This design comes from an exercise in tuning for small area, a short achievable clock period and few clock cycles per item on the open sky130 flow, not from production work.
Function was checked by simulation only, so behaviour that the tests miss may differ from the original.
No activity file was given, so power comes from the tool's default toggle rates.

### flow/run.sh
#!/bin/bash
# synth_recipe.tcl (not shown) runs the flow's synth.tcl, then flattens the netlist and writes it again
# the make line also repeats each setting of config.mk as NAME=value (left out here)
make -C /OpenROAD-flow-scripts/flow DESIGN_CONFIG=/design/flow/config.mk WORK_HOME=/design/flow/orfs CLKGATE_MAP_FILE= SYNTH_SCRIPT=/design/flow/synth_recipe.tcl finish
### flow/config.mk
export PLATFORM = sky130hd
export DESIGN_NAME = positional_list_engine_core
export DESIGN_NICKNAME = positional_list_engine_core
export VERILOG_FILES = /design/flow/design.v
export SDC_FILE = /design/flow/constraint.sdc
export NUM_CORES = 4
export LEC_CHECK = 0
export CAP_MARGIN = 20
export CORE_MARGIN = 2
export CORE_UTILIZATION = 40
export CTS_CLUSTER_DIAMETER = 60
export CTS_CLUSTER_SIZE = 30
export SETUP_SLACK_MARGIN = 2.9
export SLEW_MARGIN = 20
### flow/constraint.sdc
create_clock -name core_clock -period 5.2 [get_ports {i_clk}]
set_input_delay 1.0400 -clock core_clock [delete_from_list [all_inputs] [get_ports {i_clk}]]
set_output_delay 1.0400 -clock core_clock [all_outputs]
set_load 0.01 [all_outputs]
### flow/design.v
`default_nettype none
package ple_pkg;
    localparam int ACTION_W = 3;
    localparam int VALUE_W  = 32;
    localparam int POS_W    = 8;
    localparam int STATUS_W = 2;
    localparam int CNT_W    = 5;
    localparam int DEPTH    = 16;
    localparam logic [ACTION_W-1:0] ACT_INS_FIRST = 3'd0;
    localparam logic [ACTION_W-1:0] ACT_INS_LAST  = 3'd1;
    localparam logic [ACTION_W-1:0] ACT_INS_AT    = 3'd2;
    localparam logic [ACTION_W-1:0] ACT_DEL_FIRST = 3'd3;
    localparam logic [ACTION_W-1:0] ACT_DEL_LAST  = 3'd4;
    localparam logic [ACTION_W-1:0] ACT_DEL_AT    = 3'd5;
    localparam logic [ACTION_W-1:0] ACT_READ      = 3'd6;
    localparam logic [STATUS_W-1:0] ST_OK     = 2'd0;
    localparam logic [STATUS_W-1:0] ST_BADPOS = 2'd1;
    localparam logic [STATUS_W-1:0] ST_FULL   = 2'd2;
    localparam logic [STATUS_W-1:0] ST_EMPTY  = 2'd3;
endpackage
`default_nettype wire
`default_nettype none
module ple_cell (
    input  wire logic                       i_clk,
    input  wire logic                       i_en,
    input  wire logic                       i_sv,
    input  wire logic                       i_sl,
    input  wire logic                       i_sr,
    input  wire logic [ple_pkg::VALUE_W-1:0] i_vin,
    input  wire logic [ple_pkg::VALUE_W-1:0] i_left,
    input  wire logic [ple_pkg::VALUE_W-1:0] i_right,
    output logic [ple_pkg::VALUE_W-1:0]      o_raw
);
    localparam int W = ple_pkg::VALUE_W;
    logic [W-1:0] r_raw;
    always_ff @(posedge i_clk) begin
        if (i_en) begin
            r_raw <= ~(({W{i_sv}} & i_vin) | ({W{i_sl}} & i_left) | ({W{i_sr}} & i_right));
        end
    end
    assign o_raw = r_raw;
endmodule
`default_nettype wire
`default_nettype none
module ple_ctrl (
    input  wire logic                        i_valid,
    input  wire logic [ple_pkg::ACTION_W-1:0] i_action,
    input  wire logic [ple_pkg::POS_W-1:0]    i_position,
    input  wire logic [ple_pkg::DEPTH-1:0]    i_cnt_gt,
    input  wire logic                         i_inc,
    input  wire logic                         i_dec,
    output logic [ple_pkg::DEPTH-1:0]         o_pos_le,
    output logic [6:0]                        o_act,       
    output logic                              o_is_ins,
    output logic                              o_ok_first,
    output logic                              o_ok_last,
    output logic                              o_ok_at,
    output logic                              o_le_n,      
    output logic                              o_le_n1,     
    output logic [ple_pkg::DEPTH-1:0]         o_rsel,
    output logic                              o_ins_ok,
    output logic                              o_del_ok
);
    localparam int D = ple_pkg::DEPTH;
    logic         w_ins_first, w_ins_last, w_ins_at;
    logic         w_del_first, w_del_last, w_del_at;
    logic         w_read;
    logic [D:0]   w_pos_eq;       
    logic [D-1:0] w_cg;           
    logic         w_full;
    logic         w_empty;
    logic [D:0]   w_v_le_n;       
    logic [D:0]   w_v_le_n1;      
    logic [D:0]   w_v_ins;        
    logic [D:0]   w_v_at;         
    assign w_ins_first = (i_action == ple_pkg::ACT_INS_FIRST);
    assign w_ins_last  = (i_action == ple_pkg::ACT_INS_LAST);
    assign w_ins_at    = (i_action == ple_pkg::ACT_INS_AT);
    assign w_del_first = (i_action == ple_pkg::ACT_DEL_FIRST);
    assign w_del_last  = (i_action == ple_pkg::ACT_DEL_LAST);
    assign w_del_at    = (i_action == ple_pkg::ACT_DEL_AT);
    assign w_read      = (i_action == ple_pkg::ACT_READ);
    for (genvar j = 0; j <= D; j++) begin : g_pos
        assign w_pos_eq[j] = (i_position == 8'(j + 1));
    end
    for (genvar j = 0; j < D; j++) begin : g_le
        assign o_pos_le[j] = |w_pos_eq[j:0];
    end
    always_comb begin
        if (i_inc) begin
            w_cg = {i_cnt_gt[D-2:0], 1'b1};
        end else if (i_dec) begin
            w_cg = {1'b0, i_cnt_gt[D-1:1]};
        end else begin
            w_cg = i_cnt_gt;
        end
    end
    assign w_full    = w_cg[D-1];
    assign w_empty   = !w_cg[0];
    assign w_v_le_n  = {1'b0, w_cg};
    assign w_v_le_n1 = {w_cg, 1'b1};
    assign w_v_ins   = w_v_le_n1 & {(D+1){!w_full}};
    assign w_v_at    = ({(D+1){w_ins_at}} & w_v_ins) | ({(D+1){w_del_at}} & w_v_le_n);
    assign o_le_n   = |(w_pos_eq & w_v_le_n);
    assign o_le_n1  = |(w_pos_eq & w_v_le_n1);
    assign o_ok_at  = i_valid & (|(w_pos_eq & w_v_at));
    assign o_ok_first = i_valid & ((w_ins_first & !w_full) | (w_del_first & !w_empty));
    assign o_ok_last  = i_valid & w_ins_last & !w_full;
    assign o_ins_ok = i_valid & (((w_ins_first | w_ins_last) & !w_full) |
                                 (w_ins_at & (|(w_pos_eq & w_v_ins))));
    assign o_del_ok = i_valid & (((w_del_first | w_del_last) & !w_empty) |
                                 (w_del_at & (|(w_pos_eq & w_v_le_n))));
    assign o_act    = {w_read, w_del_at, w_del_last, w_del_first, w_ins_at, w_ins_last, w_ins_first};
    assign o_is_ins = w_ins_first | w_ins_last | w_ins_at;
    assign o_rsel   = {D{w_read}} & w_pos_eq[D-1:0] & w_cg;
endmodule
`default_nettype wire
`default_nettype none
module positional_list_engine_core #(
    parameter int LIST_DEPTH = 16
) (
    input  wire logic                               i_clk,
    input  wire logic                               i_rst_n,
    input  wire logic                               i_in_valid,
    output logic                                    o_in_ready,
    input  wire logic [ple_pkg::ACTION_W-1:0]       i_action,
    input  wire logic signed [ple_pkg::VALUE_W-1:0] i_value,
    input  wire logic [ple_pkg::POS_W-1:0]          i_position,
    output logic                                    o_out_valid,
    input  wire logic                               i_out_ready,
    output logic [ple_pkg::STATUS_W-1:0]            o_status,
    output logic [ple_pkg::CNT_W-1:0]               o_element_count,
    output logic signed [ple_pkg::VALUE_W-1:0]      o_read_value
);
    localparam int D = ple_pkg::DEPTH;
    localparam int W = ple_pkg::VALUE_W;
    logic                          r_ready;
    logic                          r_ready_out;   
    logic                          r_a_valid;
    logic                          w_exec;
    logic [ple_pkg::CNT_W-1:0]     r_count;
    logic [D-1:0]                  r_cnt_gt;      
    logic [ple_pkg::CNT_W-1:0]     w_count_next;
    logic [D-1:0]                  w_cnt_gt_next;
    logic                          r_a_ins_ok;
    logic                          r_a_del_ok;
    assign w_exec = r_a_valid && r_ready;
    always_comb begin
        if (w_exec && r_a_ins_ok) begin
            w_count_next  = r_count + 5'd1;
            w_cnt_gt_next = {r_cnt_gt[D-2:0], 1'b1};
        end else if (w_exec && r_a_del_ok) begin
            w_count_next  = r_count - 5'd1;
            w_cnt_gt_next = {1'b0, r_cnt_gt[D-1:1]};
        end else begin
            w_count_next  = r_count;
            w_cnt_gt_next = r_cnt_gt;
        end
    end
    logic [D-1:0]                  w_pos_le;
    logic [6:0]                    w_act;
    logic                          w_is_ins;
    logic                          w_ok_first;
    logic                          w_ok_last;
    logic                          w_ok_at;
    logic                          w_le_n;
    logic                          w_le_n1;
    logic [D-1:0]                  w_rsel;
    logic                          w_ins_ok;
    logic                          w_del_ok;
    ple_ctrl u_ctrl (
        .i_valid    (i_in_valid),
        .i_action   (i_action),
        .i_position (i_position),
        .i_cnt_gt   (r_cnt_gt),
        .i_inc      (w_exec && r_a_ins_ok),
        .i_dec      (w_exec && r_a_del_ok),
        .o_pos_le   (w_pos_le),
        .o_act      (w_act),
        .o_is_ins   (w_is_ins),
        .o_ok_first (w_ok_first),
        .o_ok_last  (w_ok_last),
        .o_ok_at    (w_ok_at),
        .o_le_n     (w_le_n),
        .o_le_n1    (w_le_n1),
        .o_rsel     (w_rsel),
        .o_ins_ok   (w_ins_ok),
        .o_del_ok   (w_del_ok)
    );
    logic [D-1:0]                  r_a_pos_le;    
    logic [6:0]                    r_a_act;       
    logic                          r_a_is_ins;
    logic                          r_a_ok_first;  
    logic                          r_a_ok_last;   
    logic                          r_a_ok_at;     
    logic                          r_a_le_n;      
    logic                          r_a_le_n1;     
    logic [D-1:0]                  w_a_rsel;
    logic [W-1:0]                  r_a_val;
    always_ff @(posedge i_clk) begin
        if (r_ready) begin
            r_a_pos_le   <= w_pos_le;
            r_a_act      <= w_act;
            r_a_is_ins   <= w_is_ins;
            r_a_ok_first <= w_ok_first;
            r_a_ok_last  <= w_ok_last;
            r_a_ok_at    <= w_ok_at;
            r_a_le_n     <= w_le_n;
            r_a_le_n1    <= w_le_n1;
            r_a_ins_ok   <= w_ins_ok;
            r_a_del_ok   <= w_del_ok;
            r_a_val      <= i_value;
        end
    end
    logic                          w_a_full;
    logic                          w_a_empty;
    logic                          w_a_is_del;
    logic [ple_pkg::STATUS_W-1:0]  w_a_status;
    assign w_a_rsel   = {D{r_a_act[ple_pkg::ACT_READ]}} & r_a_pos_le & ~{r_a_pos_le[D-2:0], 1'b0} &
                        r_cnt_gt;
    assign w_a_full   = r_cnt_gt[D-1];
    assign w_a_empty  = !r_cnt_gt[0];
    assign w_a_is_del = r_a_act[ple_pkg::ACT_DEL_FIRST] || r_a_act[ple_pkg::ACT_DEL_LAST] ||
                        r_a_act[ple_pkg::ACT_DEL_AT];
    always_comb begin
        if (w_a_is_del && w_a_empty) begin
            w_a_status = ple_pkg::ST_EMPTY;
        end else if ((r_a_act[ple_pkg::ACT_INS_AT] && !r_a_le_n1) ||
                     ((r_a_act[ple_pkg::ACT_DEL_AT] || r_a_act[ple_pkg::ACT_READ]) && !r_a_le_n)) begin
            w_a_status = ple_pkg::ST_BADPOS;
        end else if (r_a_is_ins && w_a_full) begin
            w_a_status = ple_pkg::ST_FULL;
        end else begin
            w_a_status = ple_pkg::ST_OK;
        end
    end
    logic [W-1:0] w_raw [D];
    logic [W-1:0] w_rd;
    for (genvar k = 0; k < D; k++) begin : g_cell
        logic [W-1:0] w_left;
        logic [W-1:0] w_right;
        logic [W-1:0] w_vin;
        logic         w_en_k;
        logic         w_sv_k;
        logic         w_sl_k;
        assign w_vin  = (k % 2 == 1) ? r_a_val : ~r_a_val;
        assign w_en_k = w_exec && (r_a_ok_first || (r_a_ok_last && !r_cnt_gt[k]) ||
                                   (r_a_ok_at && r_a_pos_le[k]));
        if (k == 0) begin : g_first
            assign w_left = '0;
            assign w_sv_k = r_a_is_ins;
            assign w_sl_k = 1'b0;
        end else begin : g_mid_l
            logic w_at_k;
            assign w_at_k = r_a_pos_le[k] && !r_a_pos_le[k-1];
            assign w_left = w_raw[k-1];
            assign w_sv_k = r_a_act[ple_pkg::ACT_INS_LAST] || (r_a_act[ple_pkg::ACT_INS_AT] && w_at_k);
            assign w_sl_k = r_a_act[ple_pkg::ACT_INS_FIRST] || (r_a_act[ple_pkg::ACT_INS_AT] && !w_at_k);
        end
        if (k == D - 1) begin : g_last
            assign w_right = '0;
        end else begin : g_mid_r
            assign w_right = w_raw[k+1];
        end
        ple_cell u_cell (
            .i_clk   (i_clk),
            .i_en    (w_en_k),
            .i_sv    (w_sv_k),
            .i_sl    (w_sl_k),
            .i_sr    (!r_a_is_ins),
            .i_vin   (w_vin),
            .i_left  (w_left),
            .i_right (w_right),
            .o_raw   (w_raw[k])
        );
    end
    logic [D-1:0]                  r_e_rsel;
    logic                          r_h_valid;
    logic                          r_h_valid_out;  
    logic [ple_pkg::STATUS_W-1:0]  r_h_status;
    logic [ple_pkg::CNT_W-1:0]     r_h_count;
    logic [W-1:0]                  r_h_rd;
    logic                          r_s_valid;
    logic [ple_pkg::STATUS_W-1:0]  r_s_status;
    logic [ple_pkg::CNT_W-1:0]     r_s_count;
    logic                          w_h_load;
    assign w_h_load   = !r_h_valid || i_out_ready;
    always_comb begin
        w_rd = '0;
        for (int k = 0; k < D; k++) begin
            if (k % 2 == 1) begin
                w_rd = w_rd | ({W{r_e_rsel[k]}} & ~w_raw[k]);
            end else begin
                w_rd = w_rd | ({W{r_e_rsel[k]}} & w_raw[k]);
            end
        end
    end
    always_ff @(posedge i_clk) begin
        if (w_exec) begin
            r_s_status <= w_a_status;
            r_s_count  <= w_count_next;
        end
        if (w_h_load) begin
            r_h_status <= r_s_valid ? r_s_status : w_a_status;
            r_h_count  <= r_s_valid ? r_s_count : w_count_next;
            r_h_rd     <= w_rd;
        end
    end
    logic w_a_valid_n;
    logic w_h_valid_n;
    logic w_s_valid_n;
    assign w_a_valid_n = r_ready ? i_in_valid : r_a_valid;
    assign w_h_valid_n = w_h_load ? (r_s_valid || w_exec) : 1'b1;
    assign w_s_valid_n = w_h_load ? (r_s_valid && w_exec) : (r_s_valid || w_exec);
    always_ff @(posedge i_clk) begin
        if (i_rst_n && w_s_valid_n) begin
            r_e_rsel <= r_s_valid ? r_e_rsel : w_a_rsel;
        end else begin
            r_e_rsel <= r_ready ? w_rsel : w_a_rsel;
        end
    end
    always_ff @(posedge i_clk) begin
        if (!i_rst_n) begin
            r_a_valid <= 1'b0;
            r_h_valid <= 1'b0;
            r_h_valid_out <= 1'b0;
            r_s_valid <= 1'b0;
            r_ready   <= 1'b1;
            r_ready_out <= 1'b1;
            r_count   <= '0;
            r_cnt_gt  <= '0;
        end else begin
            r_a_valid <= w_a_valid_n;
            r_h_valid <= w_h_valid_n;
            r_h_valid_out <= w_h_load ? (r_s_valid || w_exec) : r_h_valid;
            r_s_valid <= w_s_valid_n;
            r_ready   <= !w_a_valid_n || !(w_h_valid_n && w_s_valid_n);
            r_ready_out <= !(w_a_valid_n && w_h_valid_n && w_s_valid_n);
            r_count   <= w_count_next;
            r_cnt_gt  <= w_cnt_gt_next;
        end
    end
    assign o_in_ready      = r_ready_out;
    assign o_out_valid     = r_h_valid_out;
    assign o_status        = r_h_status;
    assign o_element_count = r_h_count;
    assign o_read_value    = r_h_rd;
endmodule
`default_nettype wire
==> results by group, run 1 <==
Place
  – GP Congestion: 0.915
  – Placed inst area: 0.0334 mm²
  – Port bufs: 87
  – Dpl cells: 3,444
  – Post-detail-place hpwl: 70.6 mm
  – Dpl ws: 1.62 ns

Logic synthesis
  – Top FF cell, synth: edfxtp_1
  – Cell variety after synth: 71
  – Syn. warnings: 4
  – Asr flop ratio synth: 0%
  – Syn_area_per_cell: 12.3 µm²
  – Cells after Synth: 2,536
  – Register area share after synthesis: 62.9%
  – Cell area after synthesis: 0.0313 mm²
  – FF+latch count, synth: 664
  – EDFF count, synth: 637
  – Net Count, Synth: 2,585

Power and ir drop
  – PD cells: 317 mW/mm²
  – Int Pwr: 8.36 mW
  – Seq pwr share: 52.8%
  – Leakage: 11.9 nW
  – VDD IR max: 0.287 mV
  – Switching pwr: 3.24 mW
  – Final Power: 11.6 mW
  – Clock power share: 38.2%
  – Sw Share: 27.9%
  – Logic pwr share: 9.1%

Detailed routing
  – DR pass1 iterations: 13
  – WL met1: 47.3 mm
  – Initial DRC count: 7,650
  – Vias: 28,007
  – Routed wire length on met3: 26.4 mm
  – WL per Instance: 38.4 µm
  – Number of remaining DRC errors: 0
  – Top Metal Used: met5
  – Final wirelength: 140 mm
  – Via-per-instance ratio: 7.69
  – Antenna-violating nets left: 0
  – DR WL met2: 56.3 mm

Die
  – Die Width: 284 µm
  – Ports: 88
  – Row count: 102
  – Die area: 0.0804 mm²
  – Initial cell density of the core: 40.3%
  – Die Y: 284 µm
  – Core ar.: 0.0775 mm²

Setup path
  – Critical R2R Capture: r_a_le_n1$_DFFE_PP_
  – Critical path capture point type: register
  – CP top delay family: compound AO/OA/AOI/OAI gates
  – Crit path max fanout: 13
  – Register-to-Register Setup Slack: 2.73 ns
  – Worst Path Class, Setup: reg2reg
  – Cell depth of the worst flop-to-flop path: 8
  – WP buf/inv: 2
  – Type of origin of the critical path: register
  – Critical path, cell by cell: buf_8 -> buf_16 -> nand4b_1 -> a21oi_2 -> o21ai_1 -> a32oi_1 -> o311ai_2 -> or4_1
  – CP max stage delay: 0.43 ns
  – Worst path slowest cell: or4_1
  – CP required: 5.57 ns
  – Worst r2r src: r_ready$_SDFF_PN1_
  – Arrival time worst endpoint: 2.84 ns

Worst hold path
  – Worst hold endpoint: r_h_count[1]$_DFFE_PN_
  – Hold Crit Class: reg2reg
  – Hold path startpoint: r_s_count[1]$_DFFE_PN_
  – Hold Path Stages: 2

Clock network
  – Cts bufs inserted: 51
  – Clock tree sinks: 664
  – CTS hold repair buffers: 0
  – Clock root buffer: clkbuf_16
  – Clock-pin transition on the worst setup and hold timing paths: 0.10 ns
  – CTS tree: yes
  – H-tree levels: 2
  – Clock Path Buffers: 3
  – Worst skew pair latency: 0.68 ns

Layout
  – Combined area of the multi-input logic cells: 0.0111 mm²
  – P&R area growth vs syn: 17.0%
  – Post-route insts no fill: 3,642
  – Share of layout cells above drive strength 1: 17.6%
  – Most frequent cells in the layout: edfxtp_1 (637), a221oi_1 (275), nor2_1 (256)
  – Fin util: 47.2%
  – Design area: 0.0366 mm²
  – Commonest non-fill, non-tap cell in the layout: edfxtp_1
  – FF+latch area: 0.0197 mm²
  – Final net count: 2,609
  – Filler cell count: 6,875

STA
  – Slew HR: 18.6%
  – Final hold vios: 0
  – Final Skew: 0.0685 ns
  – Final Max Slew Viols: 0
  – Final Critical Period: 2.47 ns
  – Tcrit/Tclk final: 47.4%
  – Final hold slack: 0.548 ns
  – RSZ-0062 raised after global routing: true
  – Final setup fails: 0
  – Fmax: 405 MHz
  – Post-route setup slack: 2.73 ns
  – Slew @ Worst Pin: 1.22 ns
  – Setup TNS: 0 ns

Run status
  – Status: complete, no violations

Global routing
  – Total gr overflow: 0
  – Largest net degree at the start of global routing: 174
  – First-pass GRT wire length: 194 mm
  – Number of global-route vias before repair: 26,263
  – Antenna violations before repair: 3
  – Global Route Usage Sum: 33.3%

Flow run
  – Maxcap violations: 0
Yosys cell counts, types with 3 or more instances:
master	count	area (µm²)
nand4b_1	6	52.6
nor3_1	10	50.1
a221oi_1	278	2430
o21bai_1	17	128
nor2b_1	17	106
a32o_1	4	40.0
inv_2	5	18.8
a22oi_1	51	383
edfxtp_1	637	19100
o211ai_1	3	22.5
nand2b_1	26	163
a22o_1	9	78.8
a2111oi_0	3	26.3
nand2_1	91	342
dfxtp_1	27	541
clkbuf_1	233	875
a32oi_1	3	26.3
inv_1	68	255
or2_2	7	43.8
xnor2_1	4	35.0
a21o_1	9	67.6
o22ai_1	132	826
nor2_1	262	983
nand3_1	24	120
and3_1	8	50.1
or2_1	3	18.8
a222oi_1	224	2240
a2bb2oi_1	3	26.3
buf_1	39	146
nor3b_1	3	22.5
or3_1	4	25.0
a31oi_1	5	31.3
mux2_2	10	113
clkinv_1	3	11.3
nand4_1	35	219
o31ai_1	5	37.5
a21oi_1	126	631
and2_1	13	81.3
buf_6	3	33.8
buf_2	10	50.1
o21ai_0	75	375
buf_4	5	37.5
state kept, by name, indices dropped and copies added, names as in the netlist, 5 cells and up:
register,flops
r_h_rd,32
r_a_pos_le,16
r_cnt_gt,16
r_e_rsel,16
g_cell.u_cell.r_raw,512
r_count,5
r_a_val,32
r_s_count,5
r_a_act,7
r_h_count,5
timing repair:
action | in CTS | in global routing
cloned | 12 | 1
buffers inserted | 63 | 27
gates resized for setup | 228 | 60
endpoints found under the setup margin | 1126 | 180
endpoints found under the hold margin | 0 | 0
pin swaps | 33 | 14
how the worst max path moves through the flow:
stage,end,from,cells after the start
3_3_place_gp,r_a_ok_at$_DFFE_PP_,i_position[4],8
6_report,r_a_le_n1$_DFFE_PP_,r_ready$_SDFF_PN1_,8
5_1_grt,r_a_le_n1$_DFFE_PP_,r_a_del_ok$_DFFE_PP_,8
3_5_place_dp,r_a_ok_at$_DFFE_PP_,i_position[4],8
2_1_floorplan,r_e_rsel[1]$_DFFE_PP_,i_out_ready,7
4_1_cts,o_read_value[9],r_h_rd[9]$_DFFE_PN_,1
worst reg2reg max path: cells and delay by family (launching register included):
family	cells	cell delay, ns
and+or+nand+nor	2	0.59
DFF	1	0.40
AOI/OAI and AO/OA	4	0.87
buffers and inverters	2	0.33
final cells by class:
class                   count  share of cell area (%)
diodes                      1                 0.00684
clock inverters            42                    1.59
repair buffers            251                    6.14
well taps                1040                    3.56
clock buffers              52                    3.50
inverters                  76                    1.04
flip-flops and latches    664                    53.8
multi-input cells        1516                    30.4
power by group through the flow:
| stage | clock (mW) | sequential, mW | combinational, mW |
|---|---|---|---|
| floorplan | 0 | 6.15 | 0.581 |
| global placement | 0 | 6.24 | 0.885 |
| detailed placement | 0 | 6.24 | 0.909 |
| CTS | 4.42 | 6.11 | 0.968 |
| global route | 4.61 | 6.13 | 1.06 |
| finish | 4.43 | 6.12 | 1.05 |
cell families (layout without fill, tap and decap cells):
group	Yosys count	in the layout	share of synthesized area (%)
adders and majority gates	2	2	0.0801
and+or+nand+nor	521	525	7.65
buffers and inverters	366	421	4.57
DFF	664	664	62.9
xor gates and xnor gates	5	5	0.140
other	0	1	0
AOI/OAI and AO/OA	967	973	24.2
muxes	11	11	0.392
per-layer routing:
metal	GRT usage [%]	vias up
li1	-	10683
met1	44.3	13451
met4	17.2	4
met2	46.9	3156
met3	12.9	713
met5	0.714	-
Testbench counts, summed over its fixed seeds: cycles 24,016, items 24,000.
==> run 2, diff against run 1 <==
--- a/flow/config.mk
+++ b/flow/config.mk
@@ -8,7 +8,6 @@
 export CAP_MARGIN = 20
 export CORE_MARGIN = 2
 export CORE_UTILIZATION = 40
-export CTS_CLUSTER_DIAMETER = 60
-export CTS_CLUSTER_SIZE = 30
+export CTS_CLUSTER_SIZE = 25
 export SETUP_SLACK_MARGIN = 2.9
 export SLEW_MARGIN = 20
==> run 2 against run 1 <==
Against the previous run:
- non-clock buffer count decreased by 8
- final cell count increased by 1.0%
- worst hold slack got worse by 0.0067 ns
- sequential cell count unchanged
- core utilization increased by 0.85 points
- critical endpoint is now g_cell[1].u_cell.r_raw[24]$_DFFE_PP_
- clock power increased by 23%
- die area unchanged
- global-route usage increased by 0.27 points
==> results by group, run 2 <==
Run status
  – Status: complete, no violations (unchanged)

Place
  – Placed inst area: 0.0334 mm² (unchanged)
  – Port bufs: 87 (unchanged)
  – Post-detail-place hpwl: 70.6 mm (unchanged)
  – Dpl ws: 1.62 ns (unchanged)
  – GP Congestion: 0.915 (unchanged)

STA
  – Setup TNS: 0 ns (unchanged)
  – Final Skew: 0.0361 ns (was 0.0685 ns)
  – Tcrit/Tclk final: 45.6% (was 47.4%)
  – Slew @ Worst Pin: 1.29 ns (was 1.22 ns)
  – Final hold slack: 0.541 ns (was 0.548 ns)
  – RSZ-0062 raised after global routing: true (unchanged)
  – Final setup fails: 0 (unchanged)
  – Final Max Slew Viols: 0 (unchanged)
  – Final hold vios: 0 (unchanged)
  – Post-route setup slack: 2.83 ns (was 2.73 ns)
  – Final Critical Period: 2.37 ns (was 2.47 ns)
  – Slew HR: 14.1% (was 18.6%)
  – Fmax: 421 MHz (was 405 MHz)

Global routing
  – First-pass GRT wire length: 195 mm (was 194 mm)
  – Antenna violations before repair: 6 (was 3)
  – Total gr overflow: 0 (unchanged)
  – Number of global-route vias before repair: 26,451 (was 26,263)
  – Global Route Usage Sum: 33.5% (was 33.3%)
  – Largest net degree at the start of global routing: 174 (unchanged)

Die
  – Initial cell density of the core: 40.3% (unchanged)
  – Row count: 102 (unchanged)
  – Die Y: 284 µm (unchanged)
  – Ports: 88 (unchanged)
  – Die area: 0.0804 mm² (unchanged)
  – Die Width: 284 µm (unchanged)
  – Core ar.: 0.0775 mm² (unchanged)

Logic synthesis
  – Cell variety after synth: 71 (unchanged)
  – Register area share after synthesis: 62.9% (unchanged)
  – Syn_area_per_cell: 12.3 µm² (unchanged)
  – FF+latch count, synth: 664 (unchanged)
  – Most frequent cell after synthesis: edfxtp_1 (unchanged)
  – Cell area after synthesis: 0.0313 mm² (unchanged)
  – Synth cell count leaders: edfxtp_1 (637), a221oi_1 (278), nor2_1 (262), clkbuf_1 (233), a222oi_1 (224) (unchanged)
  – Syn. warnings: 4 (unchanged)
  – Net Count, Synth: 2,585 (unchanged)
  – EDFF count, synth: 637 (unchanged)
  – Asr flop ratio synth: 0% (unchanged)
  – Synth top area share: 61.2% (unchanged)
  – Cells after Synth: 2,536 (unchanged)
  – Top FF cell, synth: edfxtp_1 (unchanged)
  – Synth top area cells: edfxtp_1 (61%), a221oi_1 (7.8%), a222oi_1 (7.2%) (unchanged)
  – Post-synth top area cell: edfxtp_1 (unchanged)

Layout
  – Largest Register: g_cell.u_cell.r_raw (unchanged)
  – P&R area growth vs syn: 19.2% (was 17.0%)
  – Most frequent cells in the layout: edfxtp_1 (637), a221oi_1 (275), nor2_1 (256) (unchanged)
  – Number of flip-flops in the largest register: 512 (unchanged)
  – Top Registers: g_cell.u_cell.r_raw x512, r_a_val x32, r_h_rd x32 (unchanged)
  – Combined area of the multi-input logic cells: 0.0112 mm² (was 0.0111 mm²)
  – Design area: 0.0372 mm² (was 0.0366 mm²)
  – Commonest non-fill, non-tap cell in the layout: edfxtp_1 (unchanged)
  – Filler cell count: 6,826 (was 6,875)
  – Final net count: 2,625 (was 2,609)
  – Share of layout cells above drive strength 1: 17.5% (was 17.6%)
  – FF+latch area: 0.0197 mm² (unchanged)

Clock network
  – Clock tree sinks: 664 (unchanged)
  – Clock Path Buffers: 3 (unchanged)
  – Clock-pin transition on the worst setup and hold timing paths: 0.06 ns (was 0.10 ns)
  – H-tree levels: 3 (was 2)
  – Clock root buffer: clkbuf_16 (unchanged)
  – CTS tree: yes (unchanged)
  – Cts bufs inserted: 74 (was 51)
  – Worst skew pair latency: 0.66 ns (was 0.68 ns)

Setup path
  – Arrival time worst endpoint: 2.71 ns (was 2.84 ns)
  – Critical R2R Capture: g_cell[1].u_cell.r_raw[24]$_DFFE_PP_ (was r_a_le_n1$_DFFE_PP_)
  – CP endpoint: g_cell[1].u_cell.r_raw[24]$_DFFE_PP_ (was r_a_le_n1$_DFFE_PP_)
  – Type of origin of the critical path: register (unchanged)
  – CP max stage delay: 0.58 ns (was 0.43 ns)
  – Crit path max fanout: 25 (was 13)
  – Crit. Startpoint: r_a_pos_le[0]$_DFFE_PP_ (was r_ready$_SDFF_PN1_)
  – Critical path, cell by cell: nor2b_2 -> a21o_2 -> buf_4 -> a222oi_1 (was buf_8 -> buf_16 -> nand4b_1 -> a21oi_2 -> o21ai_1 -> a32oi_1 -> o311ai_2 -> or4_1)
  – Register-to-Register Setup Slack: 2.83 ns (was 2.73 ns)
  – Worst Path Class, Setup: reg2reg (unchanged)
  – Worst path slowest cell: buf_4 (was or4_1)
  – Cell depth of the worst flop-to-flop path: 4 (was 8)
  – Worst r2r src: r_a_pos_le[0]$_DFFE_PP_ (was r_ready$_SDFF_PN1_)
  – Critical path capture point type: register (unchanged)
  – CP required: 5.54 ns (was 5.57 ns)

Flow run
  – Maxcap violations: 0 (unchanged)

Detailed routing
  – Initial DRC count: 8,172 (was 7,650)
  – Final wirelength: 142 mm (was 140 mm)
  – Number of remaining DRC errors: 0 (unchanged)
  – Via-per-instance ratio: 7.71 (was 7.69)
  – WL per Instance: 38.5 µm (was 38.4 µm)
  – Vias: 28,367 (was 28,007)
  – Antenna-violating nets left: 0 (unchanged)
  – DR pass1 iterations: 13 (unchanged)

Power and ir drop
  – Leakage: 12.2 nW (was 11.9 nW)
  – PD cells: 340 mW/mm² (was 317 mW/mm²)
  – VDD IR max: 0.214 mV (was 0.287 mV)
  – Final Power: 12.7 mW (was 11.6 mW)

Worst hold path
  – Hold Crit Class: reg2reg (unchanged)
[run 2: cell counts after synthesis]
No cell type changed its count.
[run 2: where the power goes]
| part | internal, mW | total [mW] | switching, mW |
|---|---|---|---|
| Combinational | 0.342 | 1.06 | 0.722 |
| Clock | 3.18 | 5.46 | 2.28 |
| Sequential | 5.99 | 6.13 | 0.137 |
[run 2: stage by stage]
step	instances	utilization [%]
6_report	3679	48.1
5_1_grt	3676	48.1
4_1_cts	3650	47.6
3_5_place_dp	3444	43.2
3_3_place_gp	3443	43.1
2_1_floorplan	2536	-
[run 2: worst min-delay path by stage]
| stage | start | endpoint | slack, ns | cells after the start |
|---|---|---|---|---|
| after global routing | r_s_count[1]$_DFFE_PN_ | r_h_count[1]$_DFFE_PN_ | 0.57 | 2 |
| after global placement | r_s_count[1]$_DFFE_PN_ | r_h_count[1]$_DFFE_PN_ | 0.52 | 2 |
| after floorplan | r_s_count[1]$_DFFE_PN_ | r_h_count[1]$_DFFE_PN_ | 0.50 | 2 |
| after detailed placement | r_s_count[1]$_DFFE_PN_ | r_h_count[1]$_DFFE_PN_ | 0.54 | 2 |
| after CTS | r_s_count[1]$_DFFE_PN_ | r_h_count[1]$_DFFE_PN_ | 0.55 | 2 |
| final | r_s_count[1]$_DFFE_PN_ | r_h_count[1]$_DFFE_PN_ | 0.54 | 2 |
[run 2: worst max-delay path, delay by kind of cell, from the launching register on]
kind / cells / cell delay [ns]
flops: 1 / 0.53
compound gates: 2 / 0.58
simple gates: 1 / 0.37
buf+inv: 1 / 0.58
[run 2: final cells by class]
| type | count | share of cell area, % |
|---|---|---|
| Clock buffer | 91 | 5.34 |
| Sequential cell | 664 | 52.8 |
| Timing Repair Buffer | 243 | 5.96 |
| Multi-Input combinational cell | 1516 | 30.1 |
| Timing Repair inverter | 1 | 0.0235 |
| Antenna cell | 5 | 0.0336 |
| Tap cell | 1040 | 3.49 |
| Inverter | 76 | 0.968 |
| Clock inverter | 43 | 1.28 |
[run 2: kinds of logic (layout without fill, tap and decap cells)]
logic type | Yosys count | count (layout) | share of synthesized area, %
fa+ha+maj | 2 | 2 | 0.0801
xor+xnor | 5 | 5 | 0.140
flops | 664 | 664 | 62.9
buf+inv | 366 | 454 | 4.57
simple gates | 521 | 525 | 7.65
other cells | 0 | 5 | 0
compound gates | 967 | 973 | 24.2
mux | 11 | 11 | 0.392
[run 2: layer usage]
metal  wire (µm)  track usage, %  vias up
li1            -               -    10758
met1       48000            44.5    13648
met2       56600            46.8     3192
met3       26200            13.1      761
met4       10600            18.3        8
met5         256            2.02        -
[run 2: what timing repair did]
item,in CTS,in global routing
pin swaps,29,17
gates resized for setup,190,89
buffers inserted,61,19
hold buffers,0,0
gates cloned,11,4
endpoints found under the setup margin,1126,223
==> run 3, diff against run 2 <==
--- a/flow/design.v
+++ b/flow/design.v
@@ -173,8 +173,8 @@
         .i_action   (i_action),
         .i_position (i_position),
         .i_cnt_gt   (r_cnt_gt),
-        .i_inc      (w_exec && r_a_ins_ok),
-        .i_dec      (w_exec && r_a_del_ok),
+        .i_inc      (r_a_valid && r_a_ins_ok),
+        .i_dec      (r_a_valid && r_a_del_ok),
         .o_pos_le   (w_pos_le),
         .o_act      (w_act),
         .o_is_ins   (w_is_ins),
==> run 3 against run 2 <==
Against the previous run:
- still clean
- sequential cell count stayed put
- critical path depth is 5 higher
- sequential power hardly changed
- combinational power hardly changed
- global-route usage is 0.60 points lower
- core utilization hardly changed
- first-iteration DRC count is 16% lower
- clock power is 3% lower
- die area is 0.46% higher
==> results by group, run 3 <==
Die
  – Ports: 88 (unchanged)
  – Row count: 102 (unchanged)
  – Die area: 0.0808 mm² (was 0.0804 mm²)
  – Core ar.: 0.0776 mm² (was 0.0775 mm²)
  – Die Width: 284 µm (about the same)
  – Die Y: 284 µm (about the same)
  – Initial cell density of the core: 40.5% (was 40.3%)

Logic synthesis
  – EDFF count, synth: 637 (unchanged)
  – Syn. warnings: 4 (unchanged)
  – Syn_area_per_cell: 12.4 µm² (was 12.3 µm²)
  – Synth top area cells: edfxtp_1 (61%), a221oi_1 (7.5%), a222oi_1 (7.2%) (was edfxtp_1 (61%), a221oi_1 (7.8%), a222oi_1 (7.2%))
  – Net Count, Synth: 2,580 (was 2,585)
  – Synth cell count leaders: edfxtp_1 (637), a221oi_1 (268), nor2_1 (262), clkbuf_1 (243), a222oi_1 (225) (was edfxtp_1 (637), a221oi_1 (278), nor2_1 (262), clkbuf_1 (233), a222oi_1 (224))
  – Asr flop ratio synth: 0% (unchanged)
  – Top FF cell, synth: edfxtp_1 (unchanged)
  – Cells after Synth: 2,531 (was 2,536)
  – Most frequent cell after synthesis: edfxtp_1 (unchanged)
  – Synth top area share: 60.9% (was 61.2%)
  – FF+latch count, synth: 664 (unchanged)
  – Cell variety after synth: 79 (was 71)
  – Register area share after synthesis: 62.6% (was 62.9%)
  – Post-synth top area cell: edfxtp_1 (unchanged)
  – Cell area after synthesis: 0.0314 mm² (was 0.0313 mm²)

Global routing
  – Largest net degree at the start of global routing: 152 (was 174)
  – Met1 usage: 41.7% (was 44.5%)
  – First-pass GRT wire length: 194 mm (was 195 mm)
  – Global Route Usage Sum: 32.9% (was 33.5%)
  – Met3 Use GR: 13.5% (was 13.1%)
  – M2 GR Usage: 46.8% (about the same)
  – Antenna violations before repair: 1 (was 6)
  – Number of global-route vias before repair: 26,566 (was 26,451)
  – Layer carrying the most global-route usage: met2 (unchanged)
  – Total gr overflow: 0 (unchanged)

Layout
  – Largest Register: g_cell.u_cell.r_raw (unchanged)
  – Combined area of the multi-input logic cells: 0.0113 mm² (was 0.0112 mm²)
  – Share of layout cells above drive strength 1: 18.1% (was 17.5%)
  – FF+latch area: 0.0197 mm² (unchanged)
  – Filler cell count: 6,940 (was 6,826)
  – Commonest non-fill, non-tap cell in the layout: edfxtp_1 (unchanged)
  – Number of flip-flops in the largest register: 512 (unchanged)
  – Fin util: 48.0% (was 48.1%)
  – Final net count: 2,637 (was 2,625)
  – Top Registers: g_cell.u_cell.r_raw x512, r_a_val x32, r_h_rd x32 (unchanged)
  – Ant diodes: 0 (was 5)
  – P&R area growth vs syn: 18.7% (was 19.2%)
  – Most frequent cells in the layout: edfxtp_1 (637), a221oi_1 (264), nor2_1 (253) (was edfxtp_1 (637), a221oi_1 (275), nor2_1 (256))

Power and ir drop
  – Leakage: 12.3 nW (was 12.2 nW)
  – VDD IR max: 0.253 mV (was 0.214 mV)
  – PD cells: 335 mW/mm² (was 340 mW/mm²)

Clock network
  – Clock Path Buffers: 3 (unchanged)
  – Clock-pin transition on the worst setup and hold timing paths: 0.06 ns (about the same)
  – CTS hold repair buffers: 0 (unchanged)
  – Clock tree sinks: 664 (unchanged)
  – Worst skew pair latency: 0.66 ns (about the same)
  – CTS tree: yes (unchanged)
  – Cts bufs inserted: 74 (unchanged)
  – H-tree levels: 3 (unchanged)
  – Clock root buffer: clkbuf_16 (unchanged)

Detailed routing
  – Number of remaining DRC errors: 0 (unchanged)
  – Via-per-instance ratio: 7.59 (was 7.71)
  – Final wirelength: 138 mm (was 142 mm)
  – Antenna-violating nets left: 0 (unchanged)
  – WL per Instance: 37.5 µm (was 38.5 µm)
  – DR pass1 iterations: 14 (was 13)
  – Initial DRC count: 6,841 (was 8,172)
  – Vias: 27,986 (was 28,367)

Flow run
  – Maxcap violations: 0 (unchanged)

STA
  – Final Critical Period: 2.46 ns (was 2.37 ns)
  – Setup TNS: 0 ns (unchanged)
  – Final setup fails: 0 (unchanged)
  – Tcrit/Tclk final: 47.3% (was 45.6%)
  – Final Skew: 0.0239 ns (was 0.0361 ns)
  – Final Max Slew Viols: 0 (unchanged)
  – RSZ-0062 raised after global routing: true (unchanged)
  – Fmax: 406 MHz (was 421 MHz)
  – Slew HR: 39.1% (was 14.1%)
  – Slew @ Worst Pin: 0.913 ns (was 1.29 ns)
  – Final hold vios: 0 (unchanged)
  – Post-route setup slack: 2.74 ns (was 2.83 ns)

Setup path
  – Worst Path Class, Setup: reg2reg (unchanged)
  – Critical path capture point type: register (unchanged)
  – Type of origin of the critical path: register (unchanged)
  – Arrival time worst endpoint: 2.85 ns (was 2.71 ns)
  – Register-to-Register Setup Slack: 2.74 ns (was 2.83 ns)
  – CP required: 5.59 ns (was 5.54 ns)
  – Crit path max fanout: 8 (was 25)

Worst hold path
  – Hold Crit Class: reg2reg (unchanged)

Place
  – Dpl ws: 1.68 ns (was 1.62 ns)
  – Post-detail-place hpwl: 72.5 mm (was 70.6 mm)
  – Port bufs: 87 (unchanged)
  – GP Congestion: 0.905 (was 0.915)

Run status
  – Status: complete, no violations (unchanged)
-- run 3: cell count changes in the layout (fill, tap and decap cells not counted), moves of 8 or more --
cell      previous run  this run
nand4_1             35        27
inv_1               67        57
o21ai_0             65        76
o21ai_1             11         2
a21oi_2              8         0
clkbuf_2            18         9
clkinv_2             9        19
a22oi_1             48        60
a21oi_1             96       106
a32o_1               4        14
a221oi_1           275       264
buf_2               17        30
buf_4              119       137
-- run 3: per-stage QoR --
step	cells	total power, mW	hold WS [ns]	area (µm²)
after floorplan	2531	6.72	0.523	31700
after global placement	3444	7.10	0.540	33500
after detailed placement	3447	7.13	0.540	33600
after CTS	3654	12.4	0.556	36900
after global routing	3686	12.7	0.579	37300
final	3686	12.5	0.553	37300
-- run 3: logic make-up (layout without fill, tap and decap cells) --
logic type | Yosys count | in the layout | synth area share, %
XOR/XNOR | 5 | 5 | 0.139
flip-flops | 664 | 664 | 62.6
multiplexers | 15 | 15 | 0.518
AO/OA/AOI/OAI | 985 | 994 | 24.7
AND/OR/NAND/NOR | 500 | 501 | 7.30
adder cells (fa/ha/maj) | 2 | 2 | 0.0797
buffers and inverters | 360 | 465 | 4.58
-- run 3: layout make-up --
class / instances / area share [%]
multi-input cells: 1517 / 30.3
clock buffers: 89 / 5.26
well taps: 1040 / 3.49
flip-flops and latches: 664 / 52.8
repair buffers: 263 / 6.23
clock inverters: 45 / 1.15
inverters: 68 / 0.775
-- run 3: timing repair --
action | 4_1_cts | 5_1_grt
pin swaps | 35 | 19
setup endpoints to repair | 1115 | 260
cloned | 10 | 1
buffers inserted | 63 | 30
resized for setup | 219 | 67
-- run 3: metal layers --
layer	up-vias	share of wire (%)
met1	13380	33
met3	776	18
met2	3040	41
met5	-	0.061
li1	10786	-
met4	4	8.0
-- run 3: power breakdown --
part | switching (mW) | total [mW] | internal [mW]
sequential | 0.144 | 6.13 | 5.99
clock | 2.33 | 5.29 | 2.97
combinational | 0.694 | 1.05 | 0.353
total | 3.16 | 12.5 | 9.31
-- run 3: path summary, 6_finish.rpt --
| path | start | to | depth (start not counted) |
|---|---|---|---|
| setup / recovery | r_a_ins_ok$_DFFE_PP_ | r_a_del_ok$_DFFE_PP_ | 9 |
| hold / removal | r_s_count[2]$_DFFE_PP_ | r_h_count[2]$_DFFE_PN_ | 1 |
| setup reg to reg | r_a_ins_ok$_DFFE_PP_ | r_a_del_ok$_DFFE_PP_ | 9 |
| hold reg to reg | r_s_count[2]$_DFFE_PP_ | r_h_count[2]$_DFFE_PN_ | 1 |
-- run 3: worst max-delay path, cell delays in order (launching register included) --
cell and delay (ns):
edfxtp_1 0.42, buf_6 0.16, buf_8 0.13, or3b_1 0.36, o21ai_2 0.10, a211oi_2 0.12
a221o_1 0.34, a221oi_2 0.20, and4_4 0.31, o32ai_2 0.08
Testbench counts of run 3, summed over its fixed seeds: cycles 24,016, items 24,000.
==> run 4, diff against run 3 <==
--- a/flow/config.mk
+++ b/flow/config.mk
@@ -8,6 +8,7 @@
 export CAP_MARGIN = 20
 export CORE_MARGIN = 2
 export CORE_UTILIZATION = 40
-export CTS_CLUSTER_SIZE = 25
+export CTS_CLUSTER_DIAMETER = 60
+export CTS_CLUSTER_SIZE = 30
 export SETUP_SLACK_MARGIN = 2.9
 export SLEW_MARGIN = 20
==> run 4 against run 3 <==
Against the previous run:
- still clean
- worst hold slack gained 0.0047 ns
- core utilization is 0.73 points lower
- clock skew grew 0.0045 ns
- critical endpoint unchanged
- largest cell class unchanged
- largest power group unchanged
==> results by group, run 4 <==
Run status
  – Status: complete, no violations (unchanged)

Die
  – Core ar.: 0.0776 mm² (unchanged)
  – Die Y: 284 µm (unchanged)
  – Ports: 88 (unchanged)
  – Die area: 0.0808 mm² (unchanged)
  – Row count: 102 (unchanged)
  – Initial cell density of the core: 40.5% (unchanged)
  – Die Width: 284 µm (unchanged)

Layout
  – Design area: 0.0367 mm² (was 0.0373 mm²)
  – P&R area growth vs syn: 16.9% (was 18.7%)
  – Combined area of the multi-input logic cells: 0.0113 mm² (about the same)
  – Number of flip-flops in the largest register: 512 (unchanged)
  – Post-route insts no fill: 3,648 (was 3,686)
  – Fin util: 47.3% (was 48.0%)
  – Share of layout cells above drive strength 1: 17.7% (was 18.1%)
  – Largest Register: g_cell.u_cell.r_raw (unchanged)
  – Commonest non-fill, non-tap cell in the layout: edfxtp_1 (unchanged)
  – FF+latch area: 0.0197 mm² (about the same)
  – Most frequent cells in the layout: edfxtp_1 (637), a221oi_1 (264), nor2_1 (253) (unchanged)
  – Filler cell count: 6,949 (was 6,940)
  – Top Registers: g_cell.u_cell.r_raw x512, r_a_val x32, r_h_rd x32 (unchanged)
  – Final net count: 2,608 (was 2,637)

Detailed routing
  – Final wirelength: 138 mm (about the same)
  – DR pass1 iterations: 21 (was 14)
  – Antenna-violating nets left: 0 (unchanged)
  – Via-per-instance ratio: 7.63 (was 7.59)
  – Number of remaining DRC errors: 0 (unchanged)
  – WL per Instance: 37.7 µm (was 37.5 µm)
  – Vias: 27,849 (was 27,986)
  – Initial DRC count: 7,008 (was 6,841)

STA
  – Final setup fails: 0 (unchanged)
  – Final hold vios: 0 (unchanged)
  – Post-route setup slack: 2.77 ns (was 2.74 ns)
  – Final Skew: 0.0284 ns (was 0.0239 ns)
  – Slew HR: 9.52% (was 39.1%)
  – Setup TNS: 0 ns (unchanged)
  – Final Critical Period: 2.43 ns (was 2.46 ns)
  – Tcrit/Tclk final: 46.8% (was 47.3%)
  – Final Max Slew Viols: 0 (unchanged)
  – RSZ-0062 raised after global routing: true (unchanged)
  – Slew @ Worst Pin: 1.36 ns (was 0.913 ns)
  – Fmax: 411 MHz (was 406 MHz)

Setup path
  – Worst Path Class, Setup: reg2reg (unchanged)
  – CP required: 5.60 ns (was 5.59 ns)
  – Crit path max fanout: 8 (unchanged)
  – Arrival time worst endpoint: 2.83 ns (was 2.85 ns)
  – Critical path capture point type: register (unchanged)
  – Cell depth of the worst flop-to-flop path: 9 (unchanged)
  – Type of origin of the critical path: register (unchanged)

Logic synthesis
  – Most frequent cell after synthesis: edfxtp_1 (unchanged)
  – Cell variety after synth: 79 (unchanged)
  – Asr flop ratio synth: 0% (unchanged)
  – EDFF count, synth: 637 (unchanged)
  – Cells after Synth: 2,531 (unchanged)
  – Register area share after synthesis: 62.6% (unchanged)
  – Syn_area_per_cell: 12.4 µm² (unchanged)
  – Net Count, Synth: 2,580 (unchanged)
  – Synth top area share: 60.9% (unchanged)
  – FF+latch count, synth: 664 (unchanged)
  – Post-synth top area cell: edfxtp_1 (unchanged)
  – Cell area after synthesis: 0.0314 mm² (unchanged)
  – Syn. warnings: 4 (unchanged)
  – Synth cell count leaders: edfxtp_1 (637), a221oi_1 (268), nor2_1 (262), clkbuf_1 (243), a222oi_1 (225) (unchanged)
  – Synth top area cells: edfxtp_1 (61%), a221oi_1 (7.5%), a222oi_1 (7.2%) (unchanged)
  – Top FF cell, synth: edfxtp_1 (unchanged)

Power and ir drop
  – VDD IR max: 0.306 mV (was 0.253 mV)
  – PD cells: 322 mW/mm² (was 335 mW/mm²)
  – Leakage: 12.0 nW (was 12.3 nW)

Global routing
  – Antenna violations before repair: 1 (unchanged)
  – First-pass GRT wire length: 193 mm (was 194 mm)
  – Largest net degree at the start of global routing: 152 (unchanged)
  – Total gr overflow: 0 (unchanged)
  – Global Route Usage Sum: 32.8% (was 32.9%)
  – Number of global-route vias before repair: 26,334 (was 26,566)

Flow run
  – Maxcap violations: 0 (unchanged)

Place
  – Post-detail-place hpwl: 72.5 mm (unchanged)
  – Port bufs: 87 (unchanged)
  – GP Congestion: 0.905 (unchanged)
  – Placed inst area: 0.0336 mm² (unchanged)
  – Dpl ws: 1.68 ns (unchanged)
  – Dpl cells: 3,447 (unchanged)

Clock network
  – H-tree levels: 2 (was 3)
  – Clock Path Buffers: 3 (unchanged)
  – CTS tree: yes (unchanged)
  – Clock tree sinks: 664 (unchanged)
  – Cts bufs inserted: 53 (was 74)
  – CTS hold repair buffers: 0 (unchanged)
  – Clock-pin transition on the worst setup and hold timing paths: 0.08 ns (was 0.06 ns)
  – Worst skew pair latency: 0.67 ns (was 0.66 ns)
  – Clock root buffer: clkbuf_16 (unchanged)

Worst hold path
  – Hold Crit Class: reg2reg (unchanged)
  – Hold Path Stages: 1 (unchanged)
-- run 4: cell type report --
| class | count | area share, % |
|---|---|---|
| Antenna cell | 4 | 0.0273 |
| Clock buffer | 55 | 3.75 |
| Clock inverter | 45 | 1.57 |
| Inverter | 68 | 0.787 |
| Multi-Input combinational cell | 1517 | 30.7 |
| Sequential cell | 664 | 53.6 |
| Tap cell | 1040 | 3.54 |
| Timing Repair Buffer | 255 | 6.01 |
-- run 4: kinds of logic after synthesis --
family | share of synthesized area [%]
AOI/OAI and AO/OA | 24.7
DFF | 62.6
and+or+nand+nor | 7.30
buffers and inverters | 4.58
muxes | 0.518
xor gates and xnor gates | 0.139
adders and majority gates | 0.0797
-- run 4: critical path, cell delays in order, from the launching register on --
cell,delay [ns]
edfxtp_1,0.42
buf_6,0.16
buf_8,0.13
or3b_1,0.36
o21ai_2,0.10
a211oi_2,0.11
a221o_1,0.33
a221oi_2,0.19
and4_4,0.30
o32ai_2,0.08
-- run 4: layer usage --
metal	share of wire [%]	vias to the layer above	track usage [%]	wire length, µm
met1	33	13336	41.4	46000
li1	-	10731	-	-
met5	0.014	-	0	19
met2	41	2998	47.0	56600
met4	7.7	2	19.5	10600
met3	18	782	13.4	24400
-- run 4: final timing paths --
kind / start / to / slack, ns
hold reg to reg: r_s_count[1]$_DFFE_PP_ / r_h_count[1]$_DFFE_PN_ / 0.56
setup / recovery: r_a_ins_ok$_DFFE_PP_ / r_a_del_ok$_DFFE_PP_ / 2.77
hold / removal: r_s_count[1]$_DFFE_PP_ / r_h_count[1]$_DFFE_PN_ / 0.56
setup reg to reg: r_a_ins_ok$_DFFE_PP_ / r_a_del_ok$_DFFE_PP_ / 2.77
-- run 4: power breakdown --
group	switching, mW	internal (mW)	leakage, nW
Combinational	0.692	0.348	4.79
Sequential	0.144	5.98	6.26
Clock	2.30	2.35	0.938
Total	3.13	8.68	12.0
-- run 4: repair_timing --
item | CTS | global route
resized for setup | 248 | 37
hold endpoints to repair | 0 | 0
endpoints found under the setup margin | 1124 | 352
pin swaps | 39 | 14
setup buffers | 62 | 24
cloned | 10 | 1
-- run 4: through the flow --
step / hold WS (ns) / total power [mW]
after floorplan: 0.523 / 6.72
after global placement: 0.540 / 7.10
after detailed placement: 0.540 / 7.13
after CTS: 0.562 / 11.7
after global routing: 0.586 / 12.0
final: 0.558 / 11.8

## separate check: timing with driven ports
How much do the figures lean on ideal ports? The routed layouts below were timed once more, with nothing changed but the port constraints.
Step 1, drivers: a clkbuf_16 drives i_clk and a buf_2 each remaining input, both assumed.
Step 2 also shifts input and output timing later by t, the mid clock arrival at the registers, as if the neighbouring blocks saw the same clock.
Three values: ideal, step 1, step 2; two values: the first two.
run | shift t [ns] | setup WS [ns] | worst setup path after step 2
run 1 | 0.717 | 2.733 / 2.733 / 2.223 | input to register
run 2 | 0.700 | 2.827 / 2.800 / 2.225 | input to register
run 3 | 0.714 | 2.740 / 2.740 / 2.101 | input to register
run 4 | 0.719 | 2.768 / 2.768 / 2.135 | input to register
After both steps every run listed still meets setup and hold. The setup slack of run 3, which loses most, moves by 0.000 ns with the drivers and by -0.639 ns with both steps.
